What follows belongs to an exercise in optimizing a design on an open flow for small area, a short achievable clock period and few clock cycles per item; a production flow would make more cautious choices. The RTL was checked by simulation tests, not by an equivalence proof against the original design. Power and IR drop assume default switching activity. The flow treats the clock pin as an ideal source, which a real chip does not have.

**flow/flow/run.sh**
```bash
#!/bin/bash
# Standard synthesis, then the standard layout with port buffers of
# sky130_fd_sc_hd__buf_2 and no dummy loads in the clock tree.
set -euo pipefail
bash standard.sh synth > synth.log 2>&1
bash standard.sh \
  "BUFFER_PORTS_ARGS=-buffer_cell sky130_fd_sc_hd__buf_2" \
  "CTS_ARGS=-sink_clustering_enable -repair_clock_nets -dont_use_dummy_load -sink_clustering_size 30 -sink_clustering_max_diameter 100" \
  finish > layout.log 2>&1
```
**flow/standard.sh**
```bash
#!/bin/bash
# synth_recipe.tcl (not shown) runs the flow's synth.tcl, then flattens the netlist and writes it again
# the make line also repeats each setting of config.mk as NAME=value (left out here)
make -C /OpenROAD-flow-scripts/flow DESIGN_CONFIG=/design/flow/config.mk WORK_HOME=/design/flow/orfs CLKGATE_MAP_FILE= SYNTH_SCRIPT=/design/flow/synth_recipe.tcl "${@:-finish}"
```
**flow/config.mk**
```make
export PLATFORM = sky130hd
export DESIGN_NAME = mining_job_tag_result_matcher_core
export DESIGN_NICKNAME = mining_job_tag_result_matcher_core
export VERILOG_FILES = /design/flow/design.v
export SDC_FILE = /design/flow/constraint.sdc
export NUM_CORES = 4
export LEC_CHECK = 0
export ABC_CLOCK_PERIOD_IN_PS = 2000
export CAP_MARGIN = 20
export CORE_MARGIN = 2
export CORE_UTILIZATION = 65
export CTS_CLUSTER_DIAMETER = 100
export CTS_CLUSTER_SIZE = 30
export SETUP_SLACK_MARGIN = 1.95
export SLEW_MARGIN = 20
export TNS_END_PERCENT = 100
```
**flow/constraint.sdc**
```tcl
create_clock -name core_clock -period 4.0 [get_ports {clk}]
set_input_delay 0.8000 -clock core_clock [delete_from_list [all_inputs] [get_ports {clk}]]
set_output_delay 0.8000 -clock core_clock [all_outputs]
set_load 0.01 [all_outputs]
```
**flow/design.v**
```verilog
`timescale 1ns / 1ps
package mjtm_pkg;
  localparam int TAG_W      = 7;
  localparam int CHIP_W     = 8;
  localparam int INTERVAL_W = 9;
  localparam int KIND_W     = 3;
  localparam int STATUS_W   = 3;
  localparam int PADDR_W    = 3;
  localparam logic [INTERVAL_W-1:0] INTERVAL_RESET = 9'd128;
  localparam logic [STATUS_W-1:0] ST_ISSUED      = 3'd0;
  localparam logic [STATUS_W-1:0] ST_REG         = 3'd1;
  localparam logic [STATUS_W-1:0] ST_NONCE       = 3'd2;
  localparam logic [STATUS_W-1:0] ST_UNKNOWN_REG = 3'd3;
  localparam logic [STATUS_W-1:0] ST_STALE       = 3'd4;
endpackage
`timescale 1ns / 1ps
module mjtm_front (
  input  logic [3:0] t,
  input  logic [8:0] s,
  output logic [3:0] q,
  output logic [3:0] r
);
  logic [7:0] o;
  always_comb begin
    case ({t, s[3:0]})
      8'h00: o = 8'hf0;
      8'h10: o = 8'hf1;
      8'h20: o = 8'hf2;
      8'h30: o = 8'hf3;
      8'h40: o = 8'hf4;
      8'h50: o = 8'hf5;
      8'h60: o = 8'hf6;
      8'h70: o = 8'hf7;
      8'h80: o = 8'hf8;
      8'h90: o = 8'hf9;
      8'ha0: o = 8'hfa;
      8'hb0: o = 8'hfb;
      8'hc0: o = 8'hfc;
      8'hd0: o = 8'hfd;
      8'he0: o = 8'hfe;
      8'hf0: o = 8'hff;
      8'h01: o = 8'h00;
      8'h11: o = 8'h10;
      8'h21: o = 8'h20;
      8'h31: o = 8'h30;
      8'h41: o = 8'h40;
      8'h51: o = 8'h50;
      8'h61: o = 8'h60;
      8'h71: o = 8'h70;
      8'h81: o = 8'h80;
      8'h91: o = 8'h90;
      8'ha1: o = 8'ha0;
      8'hb1: o = 8'hb0;
      8'hc1: o = 8'hc0;
      8'hd1: o = 8'hd0;
      8'he1: o = 8'he0;
      8'hf1: o = 8'hf0;
      8'h02: o = 8'h00;
      8'h12: o = 8'h01;
      8'h22: o = 8'h10;
      8'h32: o = 8'h11;
      8'h42: o = 8'h20;
      8'h52: o = 8'h21;
      8'h62: o = 8'h30;
      8'h72: o = 8'h31;
      8'h82: o = 8'h40;
      8'h92: o = 8'h41;
      8'ha2: o = 8'h50;
      8'hb2: o = 8'h51;
      8'hc2: o = 8'h60;
      8'hd2: o = 8'h61;
      8'he2: o = 8'h70;
      8'hf2: o = 8'h71;
      8'h03: o = 8'h00;
      8'h13: o = 8'h01;
      8'h23: o = 8'h02;
      8'h33: o = 8'h10;
      8'h43: o = 8'h11;
      8'h53: o = 8'h12;
      8'h63: o = 8'h20;
      8'h73: o = 8'h21;
      8'h83: o = 8'h22;
      8'h93: o = 8'h30;
      8'ha3: o = 8'h31;
      8'hb3: o = 8'h32;
      8'hc3: o = 8'h40;
      8'hd3: o = 8'h41;
      8'he3: o = 8'h42;
      8'hf3: o = 8'h50;
      8'h04: o = 8'h00;
      8'h14: o = 8'h01;
      8'h24: o = 8'h02;
      8'h34: o = 8'h03;
      8'h44: o = 8'h10;
      8'h54: o = 8'h11;
      8'h64: o = 8'h12;
      8'h74: o = 8'h13;
      8'h84: o = 8'h20;
      8'h94: o = 8'h21;
      8'ha4: o = 8'h22;
      8'hb4: o = 8'h23;
      8'hc4: o = 8'h30;
      8'hd4: o = 8'h31;
      8'he4: o = 8'h32;
      8'hf4: o = 8'h33;
      8'h05: o = 8'h00;
      8'h15: o = 8'h01;
      8'h25: o = 8'h02;
      8'h35: o = 8'h03;
      8'h45: o = 8'h04;
      8'h55: o = 8'h10;
      8'h65: o = 8'h11;
      8'h75: o = 8'h12;
      8'h85: o = 8'h13;
      8'h95: o = 8'h14;
      8'ha5: o = 8'h20;
      8'hb5: o = 8'h21;
      8'hc5: o = 8'h22;
      8'hd5: o = 8'h23;
      8'he5: o = 8'h24;
      8'hf5: o = 8'h30;
      8'h06: o = 8'h00;
      8'h16: o = 8'h01;
      8'h26: o = 8'h02;
      8'h36: o = 8'h03;
      8'h46: o = 8'h04;
      8'h56: o = 8'h05;
      8'h66: o = 8'h10;
      8'h76: o = 8'h11;
      8'h86: o = 8'h12;
      8'h96: o = 8'h13;
      8'ha6: o = 8'h14;
      8'hb6: o = 8'h15;
      8'hc6: o = 8'h20;
      8'hd6: o = 8'h21;
      8'he6: o = 8'h22;
      8'hf6: o = 8'h23;
      8'h07: o = 8'h00;
      8'h17: o = 8'h01;
      8'h27: o = 8'h02;
      8'h37: o = 8'h03;
      8'h47: o = 8'h04;
      8'h57: o = 8'h05;
      8'h67: o = 8'h06;
      8'h77: o = 8'h10;
      8'h87: o = 8'h11;
      8'h97: o = 8'h12;
      8'ha7: o = 8'h13;
      8'hb7: o = 8'h14;
      8'hc7: o = 8'h15;
      8'hd7: o = 8'h16;
      8'he7: o = 8'h20;
      8'hf7: o = 8'h21;
      8'h08: o = 8'h00;
      8'h18: o = 8'h01;
      8'h28: o = 8'h02;
      8'h38: o = 8'h03;
      8'h48: o = 8'h04;
      8'h58: o = 8'h05;
      8'h68: o = 8'h06;
      8'h78: o = 8'h07;
      8'h88: o = 8'h10;
      8'h98: o = 8'h11;
      8'ha8: o = 8'h12;
      8'hb8: o = 8'h13;
      8'hc8: o = 8'h14;
      8'hd8: o = 8'h15;
      8'he8: o = 8'h16;
      8'hf8: o = 8'h17;
      8'h09: o = 8'h00;
      8'h19: o = 8'h01;
      8'h29: o = 8'h02;
      8'h39: o = 8'h03;
      8'h49: o = 8'h04;
      8'h59: o = 8'h05;
      8'h69: o = 8'h06;
      8'h79: o = 8'h07;
      8'h89: o = 8'h08;
      8'h99: o = 8'h10;
      8'ha9: o = 8'h11;
      8'hb9: o = 8'h12;
      8'hc9: o = 8'h13;
      8'hd9: o = 8'h14;
      8'he9: o = 8'h15;
      8'hf9: o = 8'h16;
      8'h0a: o = 8'h00;
      8'h1a: o = 8'h01;
      8'h2a: o = 8'h02;
      8'h3a: o = 8'h03;
      8'h4a: o = 8'h04;
      8'h5a: o = 8'h05;
      8'h6a: o = 8'h06;
      8'h7a: o = 8'h07;
      8'h8a: o = 8'h08;
      8'h9a: o = 8'h09;
      8'haa: o = 8'h10;
      8'hba: o = 8'h11;
      8'hca: o = 8'h12;
      8'hda: o = 8'h13;
      8'hea: o = 8'h14;
      8'hfa: o = 8'h15;
      8'h0b: o = 8'h00;
      8'h1b: o = 8'h01;
      8'h2b: o = 8'h02;
      8'h3b: o = 8'h03;
      8'h4b: o = 8'h04;
      8'h5b: o = 8'h05;
      8'h6b: o = 8'h06;
      8'h7b: o = 8'h07;
      8'h8b: o = 8'h08;
      8'h9b: o = 8'h09;
      8'hab: o = 8'h0a;
      8'hbb: o = 8'h10;
      8'hcb: o = 8'h11;
      8'hdb: o = 8'h12;
      8'heb: o = 8'h13;
      8'hfb: o = 8'h14;
      8'h0c: o = 8'h00;
      8'h1c: o = 8'h01;
      8'h2c: o = 8'h02;
      8'h3c: o = 8'h03;
      8'h4c: o = 8'h04;
      8'h5c: o = 8'h05;
      8'h6c: o = 8'h06;
      8'h7c: o = 8'h07;
      8'h8c: o = 8'h08;
      8'h9c: o = 8'h09;
      8'hac: o = 8'h0a;
      8'hbc: o = 8'h0b;
      8'hcc: o = 8'h10;
      8'hdc: o = 8'h11;
      8'hec: o = 8'h12;
      8'hfc: o = 8'h13;
      8'h0d: o = 8'h00;
      8'h1d: o = 8'h01;
      8'h2d: o = 8'h02;
      8'h3d: o = 8'h03;
      8'h4d: o = 8'h04;
      8'h5d: o = 8'h05;
      8'h6d: o = 8'h06;
      8'h7d: o = 8'h07;
      8'h8d: o = 8'h08;
      8'h9d: o = 8'h09;
      8'had: o = 8'h0a;
      8'hbd: o = 8'h0b;
      8'hcd: o = 8'h0c;
      8'hdd: o = 8'h10;
      8'hed: o = 8'h11;
      8'hfd: o = 8'h12;
      8'h0e: o = 8'h00;
      8'h1e: o = 8'h01;
      8'h2e: o = 8'h02;
      8'h3e: o = 8'h03;
      8'h4e: o = 8'h04;
      8'h5e: o = 8'h05;
      8'h6e: o = 8'h06;
      8'h7e: o = 8'h07;
      8'h8e: o = 8'h08;
      8'h9e: o = 8'h09;
      8'hae: o = 8'h0a;
      8'hbe: o = 8'h0b;
      8'hce: o = 8'h0c;
      8'hde: o = 8'h0d;
      8'hee: o = 8'h10;
      8'hfe: o = 8'h11;
      8'h0f: o = 8'h00;
      8'h1f: o = 8'h01;
      8'h2f: o = 8'h02;
      8'h3f: o = 8'h03;
      8'h4f: o = 8'h04;
      8'h5f: o = 8'h05;
      8'h6f: o = 8'h06;
      8'h7f: o = 8'h07;
      8'h8f: o = 8'h08;
      8'h9f: o = 8'h09;
      8'haf: o = 8'h0a;
      8'hbf: o = 8'h0b;
      8'hcf: o = 8'h0c;
      8'hdf: o = 8'h0d;
      8'hef: o = 8'h0e;
      8'hff: o = 8'h10;
      default: o = 8'h00;
    endcase
    if (s[8:4] != 5'd0) begin
      o = {4'h0, t};
    end
  end
  assign q = o[7:4];
  assign r = o[3:0];
endmodule
`timescale 1ns / 1ps
module mjtm_queue (
  input  logic [7:0] s,
  output logic [7:0] mul3,
  output logic [7:0] mul5,
  output logic [7:0] mul7,
  output logic [7:0] mul9,
  output logic [7:0] mul11,
  output logic [7:0] mul13,
  output logic [7:0] mul15
);
  always_comb begin
    case (s[6:0])
      7'h00: mul3 = 8'h00;
      7'h01: mul3 = 8'h03;
      7'h02: mul3 = 8'h06;
      7'h03: mul3 = 8'h09;
      7'h04: mul3 = 8'h0c;
      7'h05: mul3 = 8'h0f;
      7'h06: mul3 = 8'h12;
      7'h07: mul3 = 8'h15;
      7'h08: mul3 = 8'h18;
      7'h09: mul3 = 8'h1b;
      7'h0a: mul3 = 8'h1e;
      7'h0b: mul3 = 8'h21;
      7'h0c: mul3 = 8'h24;
      7'h0d: mul3 = 8'h27;
      7'h0e: mul3 = 8'h2a;
      7'h0f: mul3 = 8'h2d;
      7'h10: mul3 = 8'h30;
      7'h11: mul3 = 8'h33;
      7'h12: mul3 = 8'h36;
      7'h13: mul3 = 8'h39;
      7'h14: mul3 = 8'h3c;
      7'h15: mul3 = 8'h3f;
      7'h16: mul3 = 8'h42;
      7'h17: mul3 = 8'h45;
      7'h18: mul3 = 8'h48;
      7'h19: mul3 = 8'h4b;
      7'h1a: mul3 = 8'h4e;
      7'h1b: mul3 = 8'h51;
      7'h1c: mul3 = 8'h54;
      7'h1d: mul3 = 8'h57;
      7'h1e: mul3 = 8'h5a;
      7'h1f: mul3 = 8'h5d;
      7'h20: mul3 = 8'h60;
      7'h21: mul3 = 8'h63;
      7'h22: mul3 = 8'h66;
      7'h23: mul3 = 8'h69;
      7'h24: mul3 = 8'h6c;
      7'h25: mul3 = 8'h6f;
      7'h26: mul3 = 8'h72;
      7'h27: mul3 = 8'h75;
      7'h28: mul3 = 8'h78;
      7'h29: mul3 = 8'h7b;
      7'h2a: mul3 = 8'h7e;
      7'h2b: mul3 = 8'h81;
      7'h2c: mul3 = 8'h84;
      7'h2d: mul3 = 8'h87;
      7'h2e: mul3 = 8'h8a;
      7'h2f: mul3 = 8'h8d;
      7'h30: mul3 = 8'h90;
      7'h31: mul3 = 8'h93;
      7'h32: mul3 = 8'h96;
      7'h33: mul3 = 8'h99;
      7'h34: mul3 = 8'h9c;
      7'h35: mul3 = 8'h9f;
      7'h36: mul3 = 8'ha2;
      7'h37: mul3 = 8'ha5;
      7'h38: mul3 = 8'ha8;
      7'h39: mul3 = 8'hab;
      7'h3a: mul3 = 8'hae;
      7'h3b: mul3 = 8'hb1;
      7'h3c: mul3 = 8'hb4;
      7'h3d: mul3 = 8'hb7;
      7'h3e: mul3 = 8'hba;
      7'h3f: mul3 = 8'hbd;
      7'h40: mul3 = 8'hc0;
      7'h41: mul3 = 8'hc3;
      7'h42: mul3 = 8'hc6;
      7'h43: mul3 = 8'hc9;
      7'h44: mul3 = 8'hcc;
      7'h45: mul3 = 8'hcf;
      7'h46: mul3 = 8'hd2;
      7'h47: mul3 = 8'hd5;
      7'h48: mul3 = 8'hd8;
      7'h49: mul3 = 8'hdb;
      7'h4a: mul3 = 8'hde;
      7'h4b: mul3 = 8'he1;
      7'h4c: mul3 = 8'he4;
      7'h4d: mul3 = 8'he7;
      7'h4e: mul3 = 8'hea;
      7'h4f: mul3 = 8'hed;
      7'h50: mul3 = 8'hf0;
      7'h51: mul3 = 8'hf3;
      7'h52: mul3 = 8'hf6;
      7'h53: mul3 = 8'hf9;
      7'h54: mul3 = 8'hfc;
      7'h55: mul3 = 8'hff;
      7'h56: mul3 = 8'h00;
      7'h57: mul3 = 8'h00;
      7'h58: mul3 = 8'h00;
      7'h59: mul3 = 8'h00;
      7'h5a: mul3 = 8'h00;
      7'h5b: mul3 = 8'h00;
      7'h5c: mul3 = 8'h00;
      7'h5d: mul3 = 8'h00;
      7'h5e: mul3 = 8'h00;
      7'h5f: mul3 = 8'h00;
      7'h60: mul3 = 8'h00;
      7'h61: mul3 = 8'h00;
      7'h62: mul3 = 8'h00;
      7'h63: mul3 = 8'h00;
      7'h64: mul3 = 8'h00;
      7'h65: mul3 = 8'h00;
      7'h66: mul3 = 8'h00;
      7'h67: mul3 = 8'h00;
      7'h68: mul3 = 8'h00;
      7'h69: mul3 = 8'h00;
      7'h6a: mul3 = 8'h00;
      7'h6b: mul3 = 8'h00;
      7'h6c: mul3 = 8'h00;
      7'h6d: mul3 = 8'h00;
      7'h6e: mul3 = 8'h00;
      7'h6f: mul3 = 8'h00;
      7'h70: mul3 = 8'h00;
      7'h71: mul3 = 8'h00;
      7'h72: mul3 = 8'h00;
      7'h73: mul3 = 8'h00;
      7'h74: mul3 = 8'h00;
      7'h75: mul3 = 8'h00;
      7'h76: mul3 = 8'h00;
      7'h77: mul3 = 8'h00;
      7'h78: mul3 = 8'h00;
      7'h79: mul3 = 8'h00;
      7'h7a: mul3 = 8'h00;
      7'h7b: mul3 = 8'h00;
      7'h7c: mul3 = 8'h00;
      7'h7d: mul3 = 8'h00;
      7'h7e: mul3 = 8'h00;
      7'h7f: mul3 = 8'h00;
      default: mul3 = '0;
    endcase
  end
  always_comb begin
    case (s[5:0])
      6'h00: mul5 = 8'h00;
      6'h01: mul5 = 8'h05;
      6'h02: mul5 = 8'h0a;
      6'h03: mul5 = 8'h0f;
      6'h04: mul5 = 8'h14;
      6'h05: mul5 = 8'h19;
      6'h06: mul5 = 8'h1e;
      6'h07: mul5 = 8'h23;
      6'h08: mul5 = 8'h28;
      6'h09: mul5 = 8'h2d;
      6'h0a: mul5 = 8'h32;
      6'h0b: mul5 = 8'h37;
      6'h0c: mul5 = 8'h3c;
      6'h0d: mul5 = 8'h41;
      6'h0e: mul5 = 8'h46;
      6'h0f: mul5 = 8'h4b;
      6'h10: mul5 = 8'h50;
      6'h11: mul5 = 8'h55;
      6'h12: mul5 = 8'h5a;
      6'h13: mul5 = 8'h5f;
      6'h14: mul5 = 8'h64;
      6'h15: mul5 = 8'h69;
      6'h16: mul5 = 8'h6e;
      6'h17: mul5 = 8'h73;
      6'h18: mul5 = 8'h78;
      6'h19: mul5 = 8'h7d;
      6'h1a: mul5 = 8'h82;
      6'h1b: mul5 = 8'h87;
      6'h1c: mul5 = 8'h8c;
      6'h1d: mul5 = 8'h91;
      6'h1e: mul5 = 8'h96;
      6'h1f: mul5 = 8'h9b;
      6'h20: mul5 = 8'ha0;
      6'h21: mul5 = 8'ha5;
      6'h22: mul5 = 8'haa;
      6'h23: mul5 = 8'haf;
      6'h24: mul5 = 8'hb4;
      6'h25: mul5 = 8'hb9;
      6'h26: mul5 = 8'hbe;
      6'h27: mul5 = 8'hc3;
      6'h28: mul5 = 8'hc8;
      6'h29: mul5 = 8'hcd;
      6'h2a: mul5 = 8'hd2;
      6'h2b: mul5 = 8'hd7;
      6'h2c: mul5 = 8'hdc;
      6'h2d: mul5 = 8'he1;
      6'h2e: mul5 = 8'he6;
      6'h2f: mul5 = 8'heb;
      6'h30: mul5 = 8'hf0;
      6'h31: mul5 = 8'hf5;
      6'h32: mul5 = 8'hfa;
      6'h33: mul5 = 8'hff;
      6'h34: mul5 = 8'h00;
      6'h35: mul5 = 8'h00;
      6'h36: mul5 = 8'h00;
      6'h37: mul5 = 8'h00;
      6'h38: mul5 = 8'h00;
      6'h39: mul5 = 8'h00;
      6'h3a: mul5 = 8'h00;
      6'h3b: mul5 = 8'h00;
      6'h3c: mul5 = 8'h00;
      6'h3d: mul5 = 8'h00;
      6'h3e: mul5 = 8'h00;
      6'h3f: mul5 = 8'h00;
      default: mul5 = '0;
    endcase
  end
  always_comb begin
    case (s[5:0])
      6'h00: mul7 = 8'h00;
      6'h01: mul7 = 8'h07;
      6'h02: mul7 = 8'h0e;
      6'h03: mul7 = 8'h15;
      6'h04: mul7 = 8'h1c;
      6'h05: mul7 = 8'h23;
      6'h06: mul7 = 8'h2a;
      6'h07: mul7 = 8'h31;
      6'h08: mul7 = 8'h38;
      6'h09: mul7 = 8'h3f;
      6'h0a: mul7 = 8'h46;
      6'h0b: mul7 = 8'h4d;
      6'h0c: mul7 = 8'h54;
      6'h0d: mul7 = 8'h5b;
      6'h0e: mul7 = 8'h62;
      6'h0f: mul7 = 8'h69;
      6'h10: mul7 = 8'h70;
      6'h11: mul7 = 8'h77;
      6'h12: mul7 = 8'h7e;
      6'h13: mul7 = 8'h85;
      6'h14: mul7 = 8'h8c;
      6'h15: mul7 = 8'h93;
      6'h16: mul7 = 8'h9a;
      6'h17: mul7 = 8'ha1;
      6'h18: mul7 = 8'ha8;
      6'h19: mul7 = 8'haf;
      6'h1a: mul7 = 8'hb6;
      6'h1b: mul7 = 8'hbd;
      6'h1c: mul7 = 8'hc4;
      6'h1d: mul7 = 8'hcb;
      6'h1e: mul7 = 8'hd2;
      6'h1f: mul7 = 8'hd9;
      6'h20: mul7 = 8'he0;
      6'h21: mul7 = 8'he7;
      6'h22: mul7 = 8'hee;
      6'h23: mul7 = 8'hf5;
      6'h24: mul7 = 8'hfc;
      6'h25: mul7 = 8'h00;
      6'h26: mul7 = 8'h00;
      6'h27: mul7 = 8'h00;
      6'h28: mul7 = 8'h00;
      6'h29: mul7 = 8'h00;
      6'h2a: mul7 = 8'h00;
      6'h2b: mul7 = 8'h00;
      6'h2c: mul7 = 8'h00;
      6'h2d: mul7 = 8'h00;
      6'h2e: mul7 = 8'h00;
      6'h2f: mul7 = 8'h00;
      6'h30: mul7 = 8'h00;
      6'h31: mul7 = 8'h00;
      6'h32: mul7 = 8'h00;
      6'h33: mul7 = 8'h00;
      6'h34: mul7 = 8'h00;
      6'h35: mul7 = 8'h00;
      6'h36: mul7 = 8'h00;
      6'h37: mul7 = 8'h00;
      6'h38: mul7 = 8'h00;
      6'h39: mul7 = 8'h00;
      6'h3a: mul7 = 8'h00;
      6'h3b: mul7 = 8'h00;
      6'h3c: mul7 = 8'h00;
      6'h3d: mul7 = 8'h00;
      6'h3e: mul7 = 8'h00;
      6'h3f: mul7 = 8'h00;
      default: mul7 = '0;
    endcase
  end
  always_comb begin
    case (s[4:0])
      5'h00: mul9 = 8'h00;
      5'h01: mul9 = 8'h09;
      5'h02: mul9 = 8'h12;
      5'h03: mul9 = 8'h1b;
      5'h04: mul9 = 8'h24;
      5'h05: mul9 = 8'h2d;
      5'h06: mul9 = 8'h36;
      5'h07: mul9 = 8'h3f;
      5'h08: mul9 = 8'h48;
      5'h09: mul9 = 8'h51;
      5'h0a: mul9 = 8'h5a;
      5'h0b: mul9 = 8'h63;
      5'h0c: mul9 = 8'h6c;
      5'h0d: mul9 = 8'h75;
      5'h0e: mul9 = 8'h7e;
      5'h0f: mul9 = 8'h87;
      5'h10: mul9 = 8'h90;
      5'h11: mul9 = 8'h99;
      5'h12: mul9 = 8'ha2;
      5'h13: mul9 = 8'hab;
      5'h14: mul9 = 8'hb4;
      5'h15: mul9 = 8'hbd;
      5'h16: mul9 = 8'hc6;
      5'h17: mul9 = 8'hcf;
      5'h18: mul9 = 8'hd8;
      5'h19: mul9 = 8'he1;
      5'h1a: mul9 = 8'hea;
      5'h1b: mul9 = 8'hf3;
      5'h1c: mul9 = 8'hfc;
      5'h1d: mul9 = 8'h00;
      5'h1e: mul9 = 8'h00;
      5'h1f: mul9 = 8'h00;
      default: mul9 = '0;
    endcase
  end
  always_comb begin
    case (s[4:0])
      5'h00: mul11 = 8'h00;
      5'h01: mul11 = 8'h0b;
      5'h02: mul11 = 8'h16;
      5'h03: mul11 = 8'h21;
      5'h04: mul11 = 8'h2c;
      5'h05: mul11 = 8'h37;
      5'h06: mul11 = 8'h42;
      5'h07: mul11 = 8'h4d;
      5'h08: mul11 = 8'h58;
      5'h09: mul11 = 8'h63;
      5'h0a: mul11 = 8'h6e;
      5'h0b: mul11 = 8'h79;
      5'h0c: mul11 = 8'h84;
      5'h0d: mul11 = 8'h8f;
      5'h0e: mul11 = 8'h9a;
      5'h0f: mul11 = 8'ha5;
      5'h10: mul11 = 8'hb0;
      5'h11: mul11 = 8'hbb;
      5'h12: mul11 = 8'hc6;
      5'h13: mul11 = 8'hd1;
      5'h14: mul11 = 8'hdc;
      5'h15: mul11 = 8'he7;
      5'h16: mul11 = 8'hf2;
      5'h17: mul11 = 8'hfd;
      5'h18: mul11 = 8'h00;
      5'h19: mul11 = 8'h00;
      5'h1a: mul11 = 8'h00;
      5'h1b: mul11 = 8'h00;
      5'h1c: mul11 = 8'h00;
      5'h1d: mul11 = 8'h00;
      5'h1e: mul11 = 8'h00;
      5'h1f: mul11 = 8'h00;
      default: mul11 = '0;
    endcase
  end
  always_comb begin
    case (s[4:0])
      5'h00: mul13 = 8'h00;
      5'h01: mul13 = 8'h0d;
      5'h02: mul13 = 8'h1a;
      5'h03: mul13 = 8'h27;
      5'h04: mul13 = 8'h34;
      5'h05: mul13 = 8'h41;
      5'h06: mul13 = 8'h4e;
      5'h07: mul13 = 8'h5b;
      5'h08: mul13 = 8'h68;
      5'h09: mul13 = 8'h75;
      5'h0a: mul13 = 8'h82;
      5'h0b: mul13 = 8'h8f;
      5'h0c: mul13 = 8'h9c;
      5'h0d: mul13 = 8'ha9;
      5'h0e: mul13 = 8'hb6;
      5'h0f: mul13 = 8'hc3;
      5'h10: mul13 = 8'hd0;
      5'h11: mul13 = 8'hdd;
      5'h12: mul13 = 8'hea;
      5'h13: mul13 = 8'hf7;
      5'h14: mul13 = 8'h00;
      5'h15: mul13 = 8'h00;
      5'h16: mul13 = 8'h00;
      5'h17: mul13 = 8'h00;
      5'h18: mul13 = 8'h00;
      5'h19: mul13 = 8'h00;
      5'h1a: mul13 = 8'h00;
      5'h1b: mul13 = 8'h00;
      5'h1c: mul13 = 8'h00;
      5'h1d: mul13 = 8'h00;
      5'h1e: mul13 = 8'h00;
      5'h1f: mul13 = 8'h00;
      default: mul13 = '0;
    endcase
  end
  always_comb begin
    case (s[4:0])
      5'h00: mul15 = 8'h00;
      5'h01: mul15 = 8'h0f;
      5'h02: mul15 = 8'h1e;
      5'h03: mul15 = 8'h2d;
      5'h04: mul15 = 8'h3c;
      5'h05: mul15 = 8'h4b;
      5'h06: mul15 = 8'h5a;
      5'h07: mul15 = 8'h69;
      5'h08: mul15 = 8'h78;
      5'h09: mul15 = 8'h87;
      5'h0a: mul15 = 8'h96;
      5'h0b: mul15 = 8'ha5;
      5'h0c: mul15 = 8'hb4;
      5'h0d: mul15 = 8'hc3;
      5'h0e: mul15 = 8'hd2;
      5'h0f: mul15 = 8'he1;
      5'h10: mul15 = 8'hf0;
      5'h11: mul15 = 8'hff;
      5'h12: mul15 = 8'h00;
      5'h13: mul15 = 8'h00;
      5'h14: mul15 = 8'h00;
      5'h15: mul15 = 8'h00;
      5'h16: mul15 = 8'h00;
      5'h17: mul15 = 8'h00;
      5'h18: mul15 = 8'h00;
      5'h19: mul15 = 8'h00;
      5'h1a: mul15 = 8'h00;
      5'h1b: mul15 = 8'h00;
      5'h1c: mul15 = 8'h00;
      5'h1d: mul15 = 8'h00;
      5'h1e: mul15 = 8'h00;
      5'h1f: mul15 = 8'h00;
      default: mul15 = '0;
    endcase
  end
endmodule
`timescale 1ns / 1ps
module mining_job_tag_result_matcher_core #(
  parameter int JOB_SLOTS = 128
) (
  input  logic                              clk,
  input  logic                              rst,
  input  logic                              in_valid,
  output logic                              in_ready,
  input  logic                              action,
  input  logic [31:0]                       job_version,
  input  logic                              nonce_resp,
  input  logic [31:0]                       frame_word,
  input  logic [7:0]                        frame_addr_byte,
  input  logic [7:0]                        frame_tag_byte,
  input  logic [15:0]                       frame_version,
  output logic                              out_valid,
  input  logic                              out_ready,
  output logic [mjtm_pkg::STATUS_W-1:0]     status,
  output logic [mjtm_pkg::TAG_W-1:0]        tag,
  output logic [mjtm_pkg::CHIP_W-1:0]       chip_index,
  output logic [mjtm_pkg::KIND_W-1:0]       register_kind,
  output logic [31:0]                       data_word,
  output logic [31:0]                       full_version,
  input  logic                              psel,
  input  logic                              penable,
  input  logic                              pwrite,
  input  logic [mjtm_pkg::PADDR_W-1:0]      paddr,
  input  logic [31:0]                       pwdata,
  output logic [31:0]                       prdata,
  output logic                              pready
);
  logic [8:0]  spacing;
  logic [8:0]  spacing_n;     
  logic        sp_wr;
  assign pready = 1'b1;
  assign sp_wr  = psel && penable && pwrite && !paddr[2];
  always_ff @(posedge clk) begin
    if (rst) begin
      spacing   <= mjtm_pkg::INTERVAL_RESET;
      spacing_n <= ~mjtm_pkg::INTERVAL_RESET;
    end else if (sp_wr) begin
      spacing   <= pwdata[8:0];
      spacing_n <= ~pwdata[8:0];
    end
  end
  assign prdata = paddr[2] ? 32'd0 : {23'd0, ~spacing_n};
  logic [8:0]  sf;            
  logic [7:0]  mul3, mul5, mul7, mul9, mul11, mul13, mul15;
  logic [7:0]  t_mul3, t_mul5, t_mul7, t_mul9, t_mul11, t_mul13, t_mul15;
  logic [15:1] mbig;          
  logic        sp_hold;       
  mjtm_queue u_mul (
    .s     (spacing[7:0]),
    .mul3  (t_mul3),
    .mul5  (t_mul5),
    .mul7  (t_mul7),
    .mul9  (t_mul9),
    .mul11 (t_mul11),
    .mul13 (t_mul13),
    .mul15 (t_mul15)
  );
  always_ff @(posedge clk) begin
    sf    <= spacing;
    mul3  <= t_mul3;
    mul5  <= t_mul5;
    mul7  <= t_mul7;
    mul9  <= t_mul9;
    mul11 <= t_mul11;
    mul13 <= t_mul13;
    mul15 <= t_mul15;
    for (int m = 1; m < 16; m++) begin
      mbig[m] <= spacing >= 9'((256 + m - 1) / m);
    end
    sp_hold <= rst || sp_wr;
  end
  logic [7:0] mval [16];
  always_comb begin
    mval[0]  = 8'd0;
    mval[1]  = sf[7:0];
    mval[2]  = {sf[6:0], 1'b0};
    mval[3]  = mul3;
    mval[4]  = {sf[5:0], 2'b00};
    mval[5]  = mul5;
    mval[6]  = {mul3[6:0], 1'b0};
    mval[7]  = mul7;
    mval[8]  = {sf[4:0], 3'b000};
    mval[9]  = mul9;
    mval[10] = {mul5[6:0], 1'b0};
    mval[11] = mul11;
    mval[12] = {mul3[5:0], 2'b00};
    mval[13] = mul13;
    mval[14] = {mul7[6:0], 1'b0};
    mval[15] = mul15;
  end
  logic adv;
  logic acc;
  logic v1;
  logic out_valid_n;          
  assign adv      = !out_valid || out_ready;
  assign in_ready = (out_valid_n || out_ready) && !sp_hold;
  assign acc      = in_valid && in_ready;
  always_ff @(posedge clk) begin
    if (rst) begin
      v1          <= 1'b0;
      out_valid   <= 1'b0;
      out_valid_n <= 1'b1;
    end else if (adv) begin
      v1          <= acc;
      out_valid   <= v1;
      out_valid_n <= !v1;
    end
  end
  logic [3:0]  next_slot;
  logic [3:0]  issue_slot;
  logic [15:0] slot_valid;
  logic        a_issue;       
  logic        a_nonce;       
  logic        a_reg;         
  logic [3:0]  a_tag;
  logic [2:0]  a_kind;
  logic [7:0]  a_dvd;
  logic        a_hit;
  assign issue_slot = next_slot + 4'd3;
  assign a_hit      = slot_valid[frame_tag_byte[7:4]];
  assign a_issue    = !action;
  assign a_nonce    = action && nonce_resp;
  assign a_tag      = action ? frame_tag_byte[7:4] : issue_slot;
  assign a_dvd      = nonce_resp ? frame_word[24:17] : frame_addr_byte;
  always_comb begin
    a_reg  = 1'b0;
    a_kind = '0;
    if (action && !nonce_resp) begin
      if (frame_tag_byte == 8'h4C) begin
        a_reg = 1'b1;
      end else if (frame_tag_byte >= 8'h88 && frame_tag_byte <= 8'h8C) begin
        a_reg  = 1'b1;
        a_kind = frame_tag_byte[2:0] + 3'd1;
      end
    end
  end
  always_ff @(posedge clk) begin
    if (rst) begin
      next_slot  <= '0;
      slot_valid <= '0;
    end else if (acc && !action) begin
      next_slot              <= issue_slot;
      slot_valid[issue_slot] <= 1'b1;
    end
  end
  logic [3:0] a_qh;
  logic [3:0] a_rh;
  mjtm_front u_front (
    .t (a_dvd[7:4]),
    .s (sf),
    .q (a_qh),
    .r (a_rh)
  );
  logic [15:1] a_loge;
  always_comb begin
    for (int m = 1; m < 16; m++) begin
      a_loge[m] = a_dvd[3:0] >= mval[m][3:0];
    end
  end
  logic        s1_issue;
  logic        s1_nonce;
  logic        s1_reg;
  logic        s1_hit;
  logic [15:0] s1_sel;        
  logic [15:0] s1_sel_n;      
  logic [2:0]  s1_kind;
  logic [31:0] s1_word;       
  logic [15:0] s1_fver;
  logic [3:0]  s1_qh;
  logic [3:0]  s1_rh;
  logic [15:1] s1_loge;
  always_ff @(posedge clk) begin
    if (adv) begin
      s1_issue <= a_issue;
      s1_nonce <= a_nonce;
      s1_reg   <= a_reg;
      s1_hit   <= a_hit;
      for (int i = 0; i < 16; i++) begin
        s1_sel[i]   <= (a_issue || a_nonce) && (a_tag == 4'(i));
        s1_sel_n[i] <= !((a_issue || a_nonce) && (a_tag == 4'(i)));
      end
      s1_kind  <= a_kind;
      s1_word  <= action ? frame_word : job_version;
      s1_fver  <= frame_version;
      s1_qh    <= a_qh;
      s1_rh    <= a_rh;
      s1_loge  <= a_loge;
    end
  end
  logic s1_nhit;              
  logic s1_div;               
  assign s1_nhit = s1_nonce && s1_hit;
  assign s1_div  = s1_reg || s1_nhit;
  logic [15:1] b_ge;
  always_comb begin
    for (int m = 1; m < 16; m++) begin
      b_ge[m] = s1_div && !mbig[m] &&
                ((s1_rh > mval[m][7:4]) || ((s1_rh == mval[m][7:4]) && s1_loge[m]));
    end
  end
  logic [3:0] b_ql;
  assign b_ql[3] = b_ge[8];
  assign b_ql[2] = (b_ge[4] & !b_ge[8]) | b_ge[12];
  assign b_ql[1] = (b_ge[2] & !b_ge[4]) | (b_ge[6] & !b_ge[8]) |
                   (b_ge[10] & !b_ge[12]) | b_ge[14];
  assign b_ql[0] = (b_ge[1] & !b_ge[2]) | (b_ge[3] & !b_ge[4]) |
                   (b_ge[5] & !b_ge[6]) | (b_ge[7] & !b_ge[8]) |
                   (b_ge[9] & !b_ge[10]) | (b_ge[11] & !b_ge[12]) |
                   (b_ge[13] & !b_ge[14]) | b_ge[15];
  logic        s2_issue;
  logic        s2_nonce;
  logic        s2_reg;
  logic        s2_nhit;
  logic        s2_div;
  logic [15:0] s2_sel;        
  logic [2:0]  s2_kind;
  logic [31:0] s2_word;
  logic [15:0] s2_fver;
  logic [3:0]  s2_qh;
  logic [3:0]  s2_ql;
  always_comb begin
    s2_issue = s1_issue;
    s2_nonce = s1_nonce;
    s2_reg   = s1_reg;
    s2_nhit  = s1_nhit;
    s2_div   = s1_div;
    s2_sel   = s1_sel;
    s2_kind  = s1_kind;
    s2_word  = s1_word;
    s2_fver  = s1_fver;
    s2_qh    = s1_div ? s1_qh : 4'd0;
    s2_ql    = b_ql;
  end
  logic [2:0] s2_status;
  always_comb begin
    if (s2_issue) begin
      s2_status = mjtm_pkg::ST_ISSUED;
    end else if (s2_reg) begin
      s2_status = mjtm_pkg::ST_REG;
    end else if (s2_nhit) begin
      s2_status = mjtm_pkg::ST_NONCE;
    end else if (s2_nonce) begin
      s2_status = mjtm_pkg::ST_STALE;
    end else begin
      s2_status = mjtm_pkg::ST_UNKNOWN_REG;
    end
  end
  logic [31:0] version_mem [16];
  logic [31:0] s2_rd;
  logic [3:0]  s2_tag;
  always_comb begin
    s2_rd  = '0;
    s2_tag = '0;
    for (int i = 0; i < 16; i++) begin
      s2_rd[15:0]  = s2_rd[15:0] | ({16{s2_sel[i]}} & version_mem[i][15:0]);
      s2_rd[31:16] = s2_rd[31:16] | ({16{!s1_sel_n[i]}} & version_mem[i][31:16]);
      s2_tag = s2_tag | ({4{s2_sel[i]}} & 4'(i));
    end
  end
  always_ff @(posedge clk) begin
    for (int i = 0; i < 16; i++) begin
      if (v1 && s2_issue && s2_sel[i]) begin
        version_mem[i] <= s2_word;
      end
    end
  end
  always_ff @(posedge clk) begin
    if (adv) begin
      status        <= s2_status;
      tag           <= {s2_tag, 3'b000};
      register_kind <= s2_kind;
      chip_index    <= {s2_qh, s2_ql};
      data_word     <= s2_div ? s2_word : 32'd0;
      full_version  <= s2_nhit ? (s2_rd | {3'b000, s2_fver, 13'b0}) : 32'd0;
    end
  end
endmodule
```
==> results of run 1 <==
==> stage by stage <==
stage	setup TNS, ns	hold slack (ns)	total power [mW]
CTS	0	0.317	15.0
global placement	0	0.402	11.2
floorplan	-40.18	0.329	10.8
detailed placement	0	0.412	11.2
finish	0	0.331	15.1
global route	0	0.318	15.5
==> worst max-delay path, delay by kind of cell, from the launching register on <==
| family | cells | cell delay, ns |
|---|---|---|
| AO/OA/AOI/OAI | 4 | 0.57 |
| adder cells (fa/ha/maj) | 1 | 0.26 |
| buffers and inverters | 3 | 0.40 |
| flip-flops | 1 | 0.37 |
| AND/OR/NAND/NOR | 2 | 0.34 |
==> repair_timing <==
item                                    CTS  global route
pin swaps                                27            27
endpoints found under the setup margin  518            86
gates resized for setup                  79            73
gates cloned                              1             0
setup buffers                            69            35
==> cells in the final DEF (no fill, tap or decap), types with 18 or more instances in the layout <==
cell,instances
o21ai_1,27
nand2b_1,36
edfxtp_1,704
a21oi_1,106
a22oi_1,48
nor2b_1,57
clkbuf_16,31
nand2_1,130
a221oi_1,73
nor3_1,29
conb_1,27
nor2_1,109
buf_4,141
mux2_2,37
a31oi_1,44
dfxtp_1,113
o211ai_1,18
ha_1,115
a22o_1,105
buf_2,203
o21ai_0,64
ha_4,28
inv_1,93
==> where the power goes <==
group / internal [mW] / switching [mW]
sequential: 9.58 / 0.211
combinational: 0.617 / 0.843
clock: 1.39 / 2.40
total: 11.6 / 3.46
==> layer usage <==
metal | share of wire [%] | vias to the layer above | track usage, %
li1 | - | 9976 | -
met1 | 39 | 11400 | 44.1
met2 | 49 | 1259 | 54.1
met3 | 8.8 | 192 | 3.67
met4 | 3.5 | 4 | 11.1
met5 | 0.026 | - | 0
==> final timing paths <==
path | from | end | slack [ns]
worst max-delay path | s1_rh[0]$_DFFE_PP_ | chip_index[0]$_DFFE_PP_ | 1.73
worst min-delay path | frame_version[11] | s1_fver[11]$_DFFE_PP_ | 0.33
worst max register to register | s1_rh[0]$_DFFE_PP_ | chip_index[0]$_DFFE_PP_ | 1.73
worst min register to register | s1_kind[1]$_SDFFCE_PP0P_ | register_kind[1]$_DFFE_PP_ | 0.44
==> area by class of cell <==
cell class	instances	area, sq um	share of cell area [%]
sequential	826	23600	60.5
multi-input combinational	1402	10800	27.8
timing repair buffer	368	2450	6.27
tap	688	861	2.21
clock buffer	31	776	1.99
inverter	116	505	1.30
==> cell usage after synthesis, types with 49 or more instances <==
| master | number | area (sq um) |
|---|---|---|
| a21oi_1 | 123 | 616 |
| a221oi_1 | 73 | 639 |
| a22o_1 | 105 | 920 |
| a22oi_1 | 49 | 368 |
| clkbuf_1 | 99 | 372 |
| dfxtp_1 | 122 | 2440 |
| edfxtp_1 | 704 | 21100 |
| ha_1 | 150 | 1880 |
| inv_1 | 113 | 424 |
| nand2_1 | 133 | 499 |
| nor2_1 | 120 | 450 |
| nor2b_1 | 60 | 375 |
| o21ai_0 | 98 | 490 |
==> cell families after synthesis <==
group                    synth area share (%)
AO/OA/AOI/OAI                            13.1
XOR/XNOR                                0.455
adder cells (fa/ha/maj)                  5.42
buffers and inverters                    3.40
flip-flops                               68.1
multiplexers                             2.50
other                                  0.0217
AND/OR/NAND/NOR                          7.04
==> summary.txt, run 1 <==
STA
  • Unrepaired setup endpoints after global routing: true
  • Endpoints failing setup: 0
  • Clock skew: roughly 0.042 ns
  • Fin. Hold Viols: 0
  • Max-slew headroom at the worst pin: a little under a third
  • Worst setup margin: around 1.7 ns
  • Fmax: roughly 440 MHz
  • Final slew viol count: 0
  • Slew @ Worst Pin: 1.02 ns
  • Min cycle time layout: roughly 2.3 ns
  • Tcrit/Tclk final: between 50% and 60%

Outcome
  • Status: complete, no violations

Yosys
  • Dominant synthesized flop cell: edfxtp_1
  • Cell Area, Synth: approximately 35000 sq um
  • Post-Synthesis Cells: 2478
  • Sequential share of the synthesized area: 68.1%
  • Yosys warns: 5
  • Fraction of registers with async set/reset: 0%
  • Post-synth EDFFs: 704
  • Cell variety after synth: 75
  • Seq cells post-synth: approximately 830
  • Mean Syn Cell Area: 14.0 sq um

Finish
  • Synth-to-Final Area Change: 12.7%
  • # diodes: 0
  • Largest register FFs: approximately 500
  • Share of cells above drive strength 1: between 20 and 25%
  • Final nets: between 3000 and 4000
  • Fillers: 3345
  • Final Cell Area: between 30000 and 40000 sq um
  • Fin cells: ~3400
  • Top reg by flops: version_mem
  • Fin util: between 70% and 80%

Worst setup path
  • Critical Path End Type: flop
  • Slowest cell delay on critical path: roughly 0.37 ns
  • Startpoint Class: flop
  • CP Data Required Time: about 4.3 ns
  • Crit-path cells: clkinvlp_4, buf_12, buf_8, ha_4, nand2b_1, a21oi_1, o21ai_1, a211oi_1, a311oi_1, nand4_1
  • Worst path arrival time: around 2.6 ns
  • Worst Setup Path Type: reg2reg
  • Slowest CP cell: edfxtp_1
  • R2R depth: 10
  • CP Max Fanout: 8

Place
  • Port Buf Inserts: 207
  • Setup WS pre-CTS: between 0.9 and 1 ns
  • Detailed Place HPWL: 55000 um
  • Placer congestion estimate: roughly 0.93
  • Post-Place Cells: around 3300
  • Post-DP Area: between 30000 and 40000 sq um

Floorplanning
  • Die W: 235 um
  • Die Footprint: ~55000 sq um
  • Die Y: ~230 um
  • Row cnt: 84
  • Num ports: between 200 and 300
  • Total core area: between 50000 and 60000 sq um
  • Starting density of the core: about 66%

Detailed routing
  • Vias per std cell: roughly 6.7
  • WL per Instance: roughly 27 um
  • 1st-pass router iterations: 6
  • Number of DRC markers in iteration 0: ~2900
  • Drt drc: 0
  • Drt total wl: between 90000 and 100000 um
  • Final ANT Viol Nets: 0
  • Vias: 22900

Hold path
  • Hold Path Class: in2reg
  • Worst hold path cell count: 1

Clocking
  • Max Buffers Root-to-Sink: 3
  • Insertion delay to the later sink of the worst-skew pair: approximately 0.64 ns
  • Reg clk slew, reported paths: 0.11 ns
  • Clk sinks: around 830
  • Clk root buf: clkbuf_16
  • Cts bufs inserted: 31
  • TritonCTS clock tree: yes
  • H-Tree Depth: 1
  • Hold_buf cts: 0

Global routing
  • First-pass GRT wire length: around 130000 um
  • Initial antenna violation count: 4
  • Global route total overflow: 0
  • Largest net degree at the start of global routing: between 150 and 200
  • Vias in the first global route: around 22000
  • Total global-route track usage: between 30% and 40%

Pwr
  • LEAKAGE: about 14 nW
  • Power density cells: 386 nW/um^2
  • Peak supply drop: between 0.3 and 0.4 mV

Flow run
  • Max-cap violations: 0
Testbench counts, summed over its fixed seeds: cycles 3,224, items 3,200.
==> run 2, diff against run 1 <==
--- a/flow/config.mk
+++ b/flow/config.mk
@@ -15,2 +15,2 @@
 export SLEW_MARGIN = 20
-export TNS_END_PERCENT = 100
+export TNS_END_PERCENT = 20
==> run 2 against run 1 <==
Net effect: still clean; combinational power down 5%; worst hold slack improved by 0.041 ns; sequential share of layout area increased by 0.86 points; non-clock buffer count shrank 17; core utilization shrank 1.0 points; area after synthesis stayed put; cell area is 1.4% lower; sequential power is essentially flat; wire length decreased by 1.7%; clock skew up 0.030 ns; die area unchanged; highest routed layer is now met4.
==> summary.txt, run 2 <==
Pwr
  • Pwr Total: 15.2 mW (was 15.1 mW)
  • Power density cells: 394 nW/um^2 (was 386 nW/um^2)
  • LEAKAGE: 13.9 nW (was 14.0 nW)
  • Peak supply drop: 0.250 mV (was 0.364 mV)

Worst setup path
  • Critical Path End Type: flop (unchanged)
  • FF-to-FF Start: sf[0]$_DFF_P_ (was s1_rh[0]$_DFFE_PP_)
  • CP startpoint: sf[0]$_DFF_P_ (was s1_rh[0]$_DFFE_PP_)
  • CP Data Required Time: 4.27 ns (was 4.29 ns)
  • Startpoint Class: flop (unchanged)
  • Worst Setup Path Type: reg2reg (unchanged)
  • FF-to-FF End: s1_qh[0]$_SDFFCE_PP0P_ (was chip_index[0]$_DFFE_PP_)
  • Worst path arrival time: 2.43 ns (was 2.56 ns)
  • CP Max Fanout: 4 (was 8)
  • R2R depth: 10 (unchanged)
  • R2R Setup Slk: 1.84 ns (was 1.73 ns)

Yosys
  • Post-Synth XOR/XNOR Area: 0.455% (unchanged)
  • Mux cell area share after synthesis: 2.50% (unchanged)
  • Post-Synthesis Cells: 2478 (unchanged)
  • Mean Syn Cell Area: 14.0 sq um (unchanged)
  • Post-Synth Adder-Cell Area: 5.42% (unchanged)
  • Synth Area in Compound Gates: 13.1% (unchanged)
  • Cell variety after synth: 75 (unchanged)
  • Main combinational cell family by area after synthesis: compound AO/OA/AOI/OAI gates (unchanged)
  • Top cells by count, synth: edfxtp_1, ha_1, nand2_1 (unchanged)
  • Synth Area in Simple Gates: 7.04% (unchanged)
  • Top-count cell post-synth: edfxtp_1 (unchanged)
  • Dominant synthesized flop cell: edfxtp_1 (unchanged)
  • Seq cells post-synth: 826 (unchanged)
  • Largest cells by area after synthesis: edfxtp_1, dfxtp_1, ha_1 (unchanged)
  • Post-synth EDFFs: 704 (unchanged)
  • Post-synth top area cell: edfxtp_1 (unchanged)
  • Yosys top cell area share: 61.0% (unchanged)
  • Fraction of registers with async set/reset: 0% (unchanged)
  • Cell Area, Synth: 34600 sq um (unchanged)
  • Sequential share of the synthesized area: 68.1% (unchanged)
  • Yosys warns: 5 (unchanged)

STA
  • Final slew viol count: 0 (unchanged)
  • Slew @ Worst Pin: 1.04 ns (was 1.02 ns)
  • Max-slew headroom at the worst pin: 30.9% (was 31.8%)
  • Unrepaired setup endpoints after global routing: true (unchanged)
  • Tcrit/Tclk final: 53.9% (was 56.7%)
  • Clock skew: 0.0721 ns (was 0.0422 ns)
  • Setup TNS Final: 0 ns (unchanged)
  • Fin. Hold Viols: 0 (unchanged)
  • Smallest hold slack: 0.372 ns (was 0.331 ns)
  • Endpoints failing setup: 0 (unchanged)
  • Min cycle time layout: 2.16 ns (was 2.27 ns)
  • Fmax: 463 MHz (was 441 MHz)

Finish
  • Share of cells above drive strength 1: 19.6% (was 22.3%)
  • Final Cell Area: 38500 sq um (was 39000 sq um)
  • # diodes: 0 (unchanged)
  • Largest register FFs: 512 (unchanged)
  • Final nets: 3021 (was 3035)
  • Top reg by flops: version_mem (unchanged)
  • Synth-to-Final Area Change: 11.1% (was 12.7%)
  • Commonest cells after routing, fill and taps aside: edfxtp_1, buf_2, ha_1, nand2_1, buf_4 (was edfxtp_1, buf_2, buf_4, nand2_1, ha_1)
  • Most common cell after layout, fill and taps aside: edfxtp_1 (unchanged)

Global routing
  • First-pass GRT wire length: 134000 um (about the same)
  • Global route total overflow: 0 (unchanged)
  • Initial antenna violation count: 2 (was 4)
  • Vias in the first global route: 22000 (was 22200)
  • Largest net degree at the start of global routing: 70 (was 164)
  • Total global-route track usage: 32.1% (was 32.2%)

Clocking
  • TritonCTS clock tree: yes (unchanged)
  • Max Buffers Root-to-Sink: 3 (unchanged)
  • H-Tree Depth: 2 (was 1)
  • Insertion delay to the later sink of the worst-skew pair: 0.59 ns (was 0.64 ns)
  • Clk sinks: 826 (unchanged)
  • Clk root buf: clkbuf_16 (unchanged)
  • Cts bufs inserted: 34 (was 31)
  • Reg clk slew, reported paths: 0.11 ns (about the same)

Hold path
  • Hold Path Class: in2reg (unchanged)
  • Hold path start: frame_version[10] (was frame_version[11])
  • Hold worst-path end: s1_fver[10]$_DFFE_PP_ (was s1_fver[11]$_DFFE_PP_)
  • Worst hold path cell count: 1 (unchanged)

Place
  • Detailed Place HPWL: 55200 um (was 55000 um)
  • Post-DP Area: 36400 sq um (was 36700 sq um)
  • Port Buf Inserts: 207 (unchanged)
  • Placer congestion estimate: 0.912 (was 0.926)

Floorplanning
  • Row cnt: 84 (unchanged)
  • Die W: 235 um (unchanged)
  • Die Y: 235 um (unchanged)
  • Num ports: 260 (unchanged)
  • Starting density of the core: 65.8% (unchanged)
  • Die Footprint: 55100 sq um (unchanged)
  • Total core area: 52700 sq um (unchanged)

Detailed routing
  • 1st-pass router iterations: 8 (was 6)
  • Drt drc: 0 (unchanged)
  • Vias per std cell: 6.57 (was 6.66)
  • Number of DRC markers in iteration 0: 2834 (was 2865)
  • Vias: 22400 (was 22900)
  • Drt total wl: 90200 um (was 91700 um)
  • Final ANT Viol Nets: 0 (unchanged)
  • WL per Instance: 26.4 um (was 26.7 um)

Flow run
  • Max-cap violations: 0 (unchanged)

Outcome
  • Status: complete, no violations (unchanged)
[run 2: worst max-delay path: stages, from the launching register on]
cell	delay [ns]
dfxtp_2	0.35
buf_12	0.13
clkinvlp_4	0.12
buf_4	0.12
buf_6	0.09
ha_2	0.17
nand2_1	0.06
and3_4	0.19
mux2_4	0.27
a2111oi_4	0.30
a311oi_2	0.07
[run 2: worst max path at each step]
stage,to,cells past startpoint
floorplan,chip_index[0]$_DFFE_PP_,2
global route,s1_qh[0]$_SDFFCE_PP0P_,10
global placement,s1_qh[0]$_SDFFCE_PP0P_,7
detailed placement,s1_qh[0]$_SDFFCE_PP0P_,7
CTS,mul7[4]$_DFF_P_,8
finish,s1_qh[0]$_SDFFCE_PP0P_,10
[run 2: cell type report]
cell class,instances,area [sq um]
Fill cell,3446,14200
Tap cell,688,861
Timing Repair Buffer,351,2280
Sequential cell,826,23600
Inverter,116,475
Multi-Input combinational cell,1402,10400
Clock buffer,34,851
[run 2: cells by family (layout without fill, tap and decap cells)]
family,count (synthesis),count (layout)
fa+ha+maj,150,150
other cells,2,27
flops,826,826
xor+xnor,18,18
compound gates,639,639
simple gates,495,495
buf+inv,276,501
mux,72,73
[run 2: routing by layer]
metal	vias to the layer above	global-route usage, %	wire length, um
li1	9944	-	-
met1	11100	43.9	34600
met2	1254	54.3	44400
met3	178	3.44	8060
met4	0	10.8	3060
met5	-	0	0
[run 2: metrics by stage]
stage	std cells	worst slack, ns	util [%]
after floorplan	2503	-0.209	-
after detailed placement	3297	0.827	69.1
after CTS	3386	1.77	72.4
after global placement	3297	0.842	69.1
after global routing	3417	1.78	73.1
final	3417	1.84	73.1
[run 2: where the power goes]
part / switching [mW] / internal [mW] / total (mW)
registers: 0.208 / 9.58 / 9.79
logic: 0.802 / 0.575 / 1.38
clock network: 2.44 / 1.54 / 3.98
total: 3.45 / 11.7 / 15.2
[run 2: repair_timing]
item	CTS	global route
resized for setup	101	32
gates cloned	1	0
pin swaps	31	11
buffers inserted	54	30
endpoints found under the setup margin	663	223
hold endpoints to repair	0	0
hold buffers	0	0
==> run 3, diff against run 2 <==
--- a/flow/config.mk
+++ b/flow/config.mk
@@ -7,3 +7,2 @@
 export LEC_CHECK = 0
-export ABC_CLOCK_PERIOD_IN_PS = 2000
 export CAP_MARGIN = 20
==> run 3 against run 2 <==
Net effect: sequential power barely moved; register-to-register slack barely moved; combinational power barely moved; die area did not move; critical path depth did not move; largest cell class unchanged; still clean on timing, DRC and antenna; global-route usage did not move; synthesized cell count did not move; clock skew did not move; largest power group unchanged; cell count did not move; first-iteration DRC count did not move; non-clock buffer count did not move.
==> summary.txt, run 3 <==
Finish
  • Most common cell after layout, fill and taps aside: edfxtp_1 (unchanged)
  • Top reg by flops: version_mem (unchanged)
  • Largest register FFs: 512 (unchanged)
  • Final nets: 3021 (unchanged)
  • # diodes: 0 (unchanged)
  • Synth-to-Final Area Change: 11.1% (unchanged)
  • Fillers: 3446 (unchanged)
  • Commonest cells after routing, fill and taps aside: edfxtp_1, buf_2, ha_1, nand2_1, buf_4 (unchanged)
  • Final Cell Area: 38500 sq um (unchanged)
  • Share of cells above drive strength 1: 19.6% (unchanged)

STA
  • Tcrit/Tclk final: 53.9% (unchanged)
  • Max-slew headroom at the worst pin: 30.9% (unchanged)
  • Worst setup margin: 1.84 ns (unchanged)
  • Min cycle time layout: 2.16 ns (unchanged)
  • Slew @ Worst Pin: 1.04 ns (unchanged)
  • Final slew viol count: 0 (unchanged)
  • Fin. Hold Viols: 0 (unchanged)
  • Clock skew: 0.0721 ns (unchanged)
  • Endpoints failing setup: 0 (unchanged)
  • Fmax: 463 MHz (unchanged)
  • Unrepaired setup endpoints after global routing: true (unchanged)
  • Smallest hold slack: 0.372 ns (unchanged)
  • Setup TNS Final: 0 ns (unchanged)

Yosys
  • Main combinational cell family by area after synthesis: compound AO/OA/AOI/OAI gates (unchanged)
  • Largest cells by area after synthesis: edfxtp_1, dfxtp_1, ha_1 (unchanged)
  • Dominant synthesized flop cell: edfxtp_1 (unchanged)
  • Sequential share of the synthesized area: 68.1% (unchanged)
  • Mux cell area share after synthesis: 2.50% (unchanged)
  • Post-Synthesis Cells: 2478 (unchanged)
  • Post-synth EDFFs: 704 (unchanged)
  • Top-count cell post-synth: edfxtp_1 (unchanged)
  • Yosys warns: 5 (unchanged)
  • Post-Synth XOR/XNOR Area: 0.455% (unchanged)
  • Mean Syn Cell Area: 14.0 sq um (unchanged)
  • Cell variety after synth: 75 (unchanged)
  • Yosys top cell area share: 61.0% (unchanged)
  • Seq cells post-synth: 826 (unchanged)
  • Synth Area in Compound Gates: 13.1% (unchanged)
  • Top cells by count, synth: edfxtp_1, ha_1, nand2_1 (unchanged)
  • Synth Area in Simple Gates: 7.04% (unchanged)
  • Cell Area, Synth: 34600 sq um (unchanged)
  • Post-Synth Adder-Cell Area: 5.42% (unchanged)
  • Fraction of registers with async set/reset: 0% (unchanged)
  • Post-synth top area cell: edfxtp_1 (unchanged)

Detailed routing
  • Final ANT Viol Nets: 0 (unchanged)
  • Drt total wl: 90200 um (unchanged)
  • WL per Instance: 26.4 um (unchanged)
  • Drt drc: 0 (unchanged)
  • 1st-pass router iterations: 8 (unchanged)
  • Vias: 22400 (unchanged)
  • Vias per std cell: 6.57 (unchanged)
  • Number of DRC markers in iteration 0: 2834 (unchanged)

Floorplanning
  • Total core area: 52700 sq um (unchanged)
  • Num ports: 260 (unchanged)
  • Die Footprint: 55100 sq um (unchanged)
  • Die W: 235 um (unchanged)
  • Starting density of the core: 65.8% (unchanged)
  • Row cnt: 84 (unchanged)
  • Die Y: 235 um (unchanged)

Clocking
  • Clk root buf: clkbuf_16 (unchanged)
  • Reg clk slew, reported paths: 0.11 ns (about the same)
  • Cts bufs inserted: 34 (unchanged)
  • Clk sinks: 826 (unchanged)
  • H-Tree Depth: 2 (unchanged)
  • Insertion delay to the later sink of the worst-skew pair: 0.59 ns (about the same)
  • Max Buffers Root-to-Sink: 3 (unchanged)
  • Hold_buf cts: 0 (unchanged)
  • TritonCTS clock tree: yes (unchanged)

Worst setup path
  • Slowest CP cell: dfxtp_2 (unchanged)
  • Worst Setup Path Type: reg2reg (unchanged)
  • FF-to-FF Start: sf[0]$_DFF_P_ (unchanged)
  • Crit-path cells: buf_12, clkinvlp_4, buf_4, buf_6, ha_2, nand2_1, and3_4, mux2_4, a2111oi_4, a311oi_2 (unchanged)
  • Slowest cell delay on critical path: 0.35 ns (about the same)
  • CP Data Required Time: 4.27 ns (about the same)
  • Startpoint Class: flop (unchanged)
  • Worst path arrival time: 2.43 ns (about the same)
  • CP delay by family, top: buffers and inverters (unchanged)
  • CP startpoint: sf[0]$_DFF_P_ (unchanged)
  • CP Max Fanout: 4 (unchanged)
  • Critical Path End Type: flop (unchanged)
  • Worst path bufs/invs: 4 (unchanged)

Pwr
  • LEAKAGE: 13.9 nW (unchanged)
  • Peak supply drop: 0.250 mV (unchanged)
  • Pwr Total: 15.2 mW (unchanged)
  • Power density cells: 394 nW/um^2 (unchanged)

Place
  • Detailed Place HPWL: 55200 um (unchanged)
  • Port Buf Inserts: 207 (unchanged)
  • Post-DP Area: 36400 sq um (unchanged)
  • Placer congestion estimate: 0.912 (unchanged)
  • Setup WS pre-CTS: 0.827 ns (unchanged)

Global routing
  • First-pass GRT wire length: 134000 um (unchanged)
  • Grt peak-use layer: met2 (unchanged)
  • Global route total overflow: 0 (unchanged)
  • Met1 Track Usage GR: 43.9% (unchanged)
  • Met3 GRT Util: 3.44% (unchanged)
  • Total global-route track usage: 32.1% (unchanged)
  • Largest net degree at the start of global routing: 70 (unchanged)
  • Initial antenna violation count: 2 (unchanged)
  • Vias in the first global route: 22000 (unchanged)
  • GR Layer Usage met2: 54.3% (unchanged)

Hold path
  • Hold path start: frame_version[10] (unchanged)
  • Hold Path Class: in2reg (unchanged)

Outcome
  • Status: complete, no violations (unchanged)

Flow run
  • Max-cap violations: 0 (unchanged)
==> run 3: cell counts after synthesis <==
No cell type changed its count.
==> run 3: worst reg2reg max path: cells and delay by family, from the launching register on <==
| kind | cells | cell delay [ns] |
|---|---|---|
| AOI/OAI and AO/OA | 2 | 0.37 |
| adders and majority gates | 1 | 0.17 |
| buffers and inverters | 4 | 0.47 |
| DFF | 1 | 0.35 |
| muxes | 1 | 0.27 |
| and+or+nand+nor | 2 | 0.25 |
==> run 3: path summary, 6_finish.rpt <==
check | end | slack [ns] | depth (start not counted)
hold reg to reg | register_kind[1]$_DFFE_PP_ | 0.44 | 0
hold / removal | s1_fver[10]$_DFFE_PP_ | 0.37 | 1
setup / recovery | s1_qh[0]$_SDFFCE_PP0P_ | 1.84 | 10
setup reg to reg | s1_qh[0]$_SDFFCE_PP0P_ | 1.84 | 10
==> run 3: timing repair <==
action	4_1_cts	5_1_grt
resized for setup	101	32
pin swaps	31	11
gates cloned	1	0
buffers inserted	54	30
setup endpoints to repair	663	223
==> run 3: kinds of logic after synthesis <==
kind of cell / Yosys count
flip-flops: 826
AO/OA/AOI/OAI: 639
AND/OR/NAND/NOR: 495
buffers and inverters: 276
adder cells (fa/ha/maj): 150
multiplexers: 72
XOR/XNOR: 18
other: 2
==> run 3: per-layer routing <==
metal | routed length (um) | part of all wire [%]
met5 | 0 | 0
met4 | 3060 | 3.4
met3 | 8060 | 8.9
met2 | 44400 | 49
met1 | 34600 | 38
==> run 3: final cells by class <==
class | instances | area, sq um | share of cell area (%)
clock buffers | 34 | 851 | 2.21
inverters | 116 | 475 | 1.24
multi-input cells | 1402 | 10400 | 27.0
flip-flops and latches | 826 | 23600 | 61.3
well taps | 688 | 861 | 2.24
repair buffers | 351 | 2280 | 5.93
==> run 3: where the power goes <==
part	internal (mW)	leakage, nW	switching, mW	total (mW)
sequential	9.58	7.72	0.208	9.79
clock	1.54	0.419	2.44	3.98
combinational	0.575	5.80	0.802	1.38
total	11.7	13.9	3.45	15.2
==> run 3: stage by stage <==
step / utilization (%) / instances
floorplan: - / 2503
global placement: 69.1 / 3297
detailed placement: 69.1 / 3297
CTS: 72.4 / 3386
global route: 73.1 / 3417
finish: 73.1 / 3417
==> run 4, diff against run 3 <==
--- a/flow/config.mk
+++ b/flow/config.mk
@@ -7,2 +7,3 @@
 export LEC_CHECK = 0
+export ABC_CLOCK_PERIOD_IN_PS = 1200
 export CAP_MARGIN = 20
==> run 4 against run 3 <==
Net effect: still clean on timing, DRC and antenna; critical path depth unchanged; non-clock buffer count unchanged; sequential power about the same; sequential cell count unchanged; first-iteration DRC count unchanged; combinational power about the same; clock skew unchanged; critical endpoint unchanged; largest power group unchanged.
==> summary.txt, run 4 <==
Worst setup path
  • Startpoint Class: flop (unchanged)
  • CP Data Required Time: 4.27 ns (about the same)
  • Slowest cell delay on critical path: 0.35 ns (about the same)
  • Worst Setup Path Type: reg2reg (unchanged)
  • FF-to-FF End: s1_qh[0]$_SDFFCE_PP0P_ (unchanged)
  • R2R depth: 10 (unchanged)
  • Critical Path End Type: flop (unchanged)
  • Worst path arrival time: 2.43 ns (about the same)
  • Critical Path End: s1_qh[0]$_SDFFCE_PP0P_ (unchanged)

Finish
  • Commonest cells after routing, fill and taps aside: edfxtp_1, buf_2, ha_1, nand2_1, buf_4 (unchanged)
  • # diodes: 0 (unchanged)
  • Synth-to-Final Area Change: 11.1% (unchanged)
  • Most common cell after layout, fill and taps aside: edfxtp_1 (unchanged)

Yosys
  • Post-Synth Adder-Cell Area: 5.42% (unchanged)
  • Cell Area, Synth: 34600 sq um (unchanged)
  • Post-Synthesis Cells: 2478 (unchanged)
  • Dominant synthesized flop cell: edfxtp_1 (unchanged)
  • Cell variety after synth: 75 (unchanged)
  • Mean Syn Cell Area: 14.0 sq um (unchanged)
  • Post-synth EDFFs: 704 (unchanged)
  • Post-Synth XOR/XNOR Area: 0.455% (unchanged)
  • Yosys top cell area share: 61.0% (unchanged)
  • Main combinational cell family by area after synthesis: compound AO/OA/AOI/OAI gates (unchanged)

Detailed routing
  • Drt total wl: 90200 um (unchanged)
  • 1st-pass router iterations: 8 (unchanged)
  • Number of DRC markers in iteration 0: 2834 (unchanged)
  • WL per Instance: 26.4 um (unchanged)

Place
  • Placer congestion estimate: 0.912 (unchanged)
  • Post-Place Cells: 3297 (unchanged)
  • Post-DP Area: 36400 sq um (unchanged)
  • Port Buf Inserts: 207 (unchanged)

STA
  • Slew @ Worst Pin: 1.04 ns (unchanged)
  • Final slew viol count: 0 (unchanged)
  • Min cycle time layout: 2.16 ns (unchanged)
  • Unrepaired setup endpoints after global routing: true (unchanged)
  • Tcrit/Tclk final: 53.9% (unchanged)
  • Max-slew headroom at the worst pin: 30.9% (unchanged)

Floorplanning
  • Num ports: 260 (unchanged)
  • Starting density of the core: 65.8% (unchanged)
  • Die Y: 235 um (unchanged)

Global routing
  • First-pass GRT wire length: 134000 um (unchanged)
  • Global route total overflow: 0 (unchanged)
  • Largest net degree at the start of global routing: 70 (unchanged)

Flow run
  • Max-cap violations: 0 (unchanged)

Pwr
  • Power density cells: 394 nW/um^2 (unchanged)

Outcome
  • Status: complete, no violations (unchanged)

Hold path
  • Hold Path Class: in2reg (unchanged)

Clocking
  • Max Buffers Root-to-Sink: 3 (unchanged)
  • Cts bufs inserted: 34 (unchanged)
[run 4: cell counts after synthesis]
No cell type changed its count.
[run 4: power by group]
part,total (mW),internal (mW),switching [mW],leakage (nW)
registers,9.79,9.58,0.208,7.72
clock network,3.98,1.54,2.44,0.419
logic,1.38,0.575,0.802,5.80
[run 4: layout make-up]
class                      count  area, sq um  area share [%]
sequential                   826        23600            61.3
multi-input combinational   1402        10400            27.0
timing repair buffer         351         2280            5.93
tap                          688          861            2.24
clock buffer                  34          851            2.21
inverter                     116          475            1.24
[run 4: how the worst min path moves through the flow]
| stage | slack, ns | to | start |
|---|---|---|---|
| 2_1_floorplan | 0.33 | sf[3]$_DFF_P_ | spacing[3]$_SDFFE_PP0P_ |
| 3_3_place_gp | 0.40 | register_kind[1]$_DFFE_PP_ | s1_kind[1]$_SDFFCE_PP0P_ |
| 3_5_place_dp | 0.41 | register_kind[1]$_DFFE_PP_ | s1_kind[1]$_SDFFCE_PP0P_ |
| 4_1_cts | 0.36 | s1_fver[10]$_DFFE_PP_ | frame_version[10] |
| 5_1_grt | 0.36 | s1_fver[4]$_DFFE_PP_ | frame_version[4] |
| 6_report | 0.37 | s1_fver[10]$_DFFE_PP_ | frame_version[10] |
[run 4: logic make-up (layout without fill, tap and decap cells)]
group,after synthesis,count (layout)
buffers and inverters,276,501
and+or+nand+nor,495,495
DFF,826,826
AOI/OAI and AO/OA,639,639
other,2,27
adders and majority gates,150,150
xor gates and xnor gates,18,18
muxes,72,73
[run 4: routing by layer]
layer  wire length, um  vias to the layer above  GRT usage, %
met1             34600                    11100          43.9
met4              3060                        0          10.8
li1                  -                     9944             -
met3              8060                      178          3.44
met2             44400                     1254          54.3
met5                 0                        -             0
[run 4: through the flow]
stage / TNS, ns / utilization [%] / setup slack, ns
3_3_place_gp: 0 / 69.1 / 0.842
2_1_floorplan: -40.18 / - / -0.209
6_report: 0 / 73.1 / 1.84
4_1_cts: 0 / 72.4 / 1.77
5_1_grt: 0 / 73.1 / 1.78
3_5_place_dp: 0 / 69.1 / 0.827
[run 4: timing repair]
item	CTS	global route
resized for setup	101	32
gates cloned	1	0
buffers inserted	54	30
endpoints found under the setup margin	663	223
pin swaps	31	11

## re-timing with driven ports
How much do the figures lean on ideal ports? The routed layouts below were timed once more, with nothing changed but the port constraints. Step 1 sets driving cells, clkbuf_16 on the clock port and buf_2 on the other inputs (assumed; they add their load-dependent delay and slew). Step 2 times the ports against the registers' clock, not the clock port: input delays grow and output delays shrink by t, the midpoint of the rising clock arrivals with the driver on. Three values: ideal, step 1, step 2; two values: the first two.
| run | shift t [ns] | slack for setup (ns) |
|---|---|---|
| run 1 | 0.685 | 1.731 / 1.731 / 1.330 |
| run 2 | 0.626 | 1.842 / 1.838 / 1.265 |
| run 3 | 0.626 | 1.842 / 1.838 / 1.265 |
| run 4 | 0.626 | 1.842 / 1.838 / 1.265 |
After both steps setup and hold are still met in every run listed.
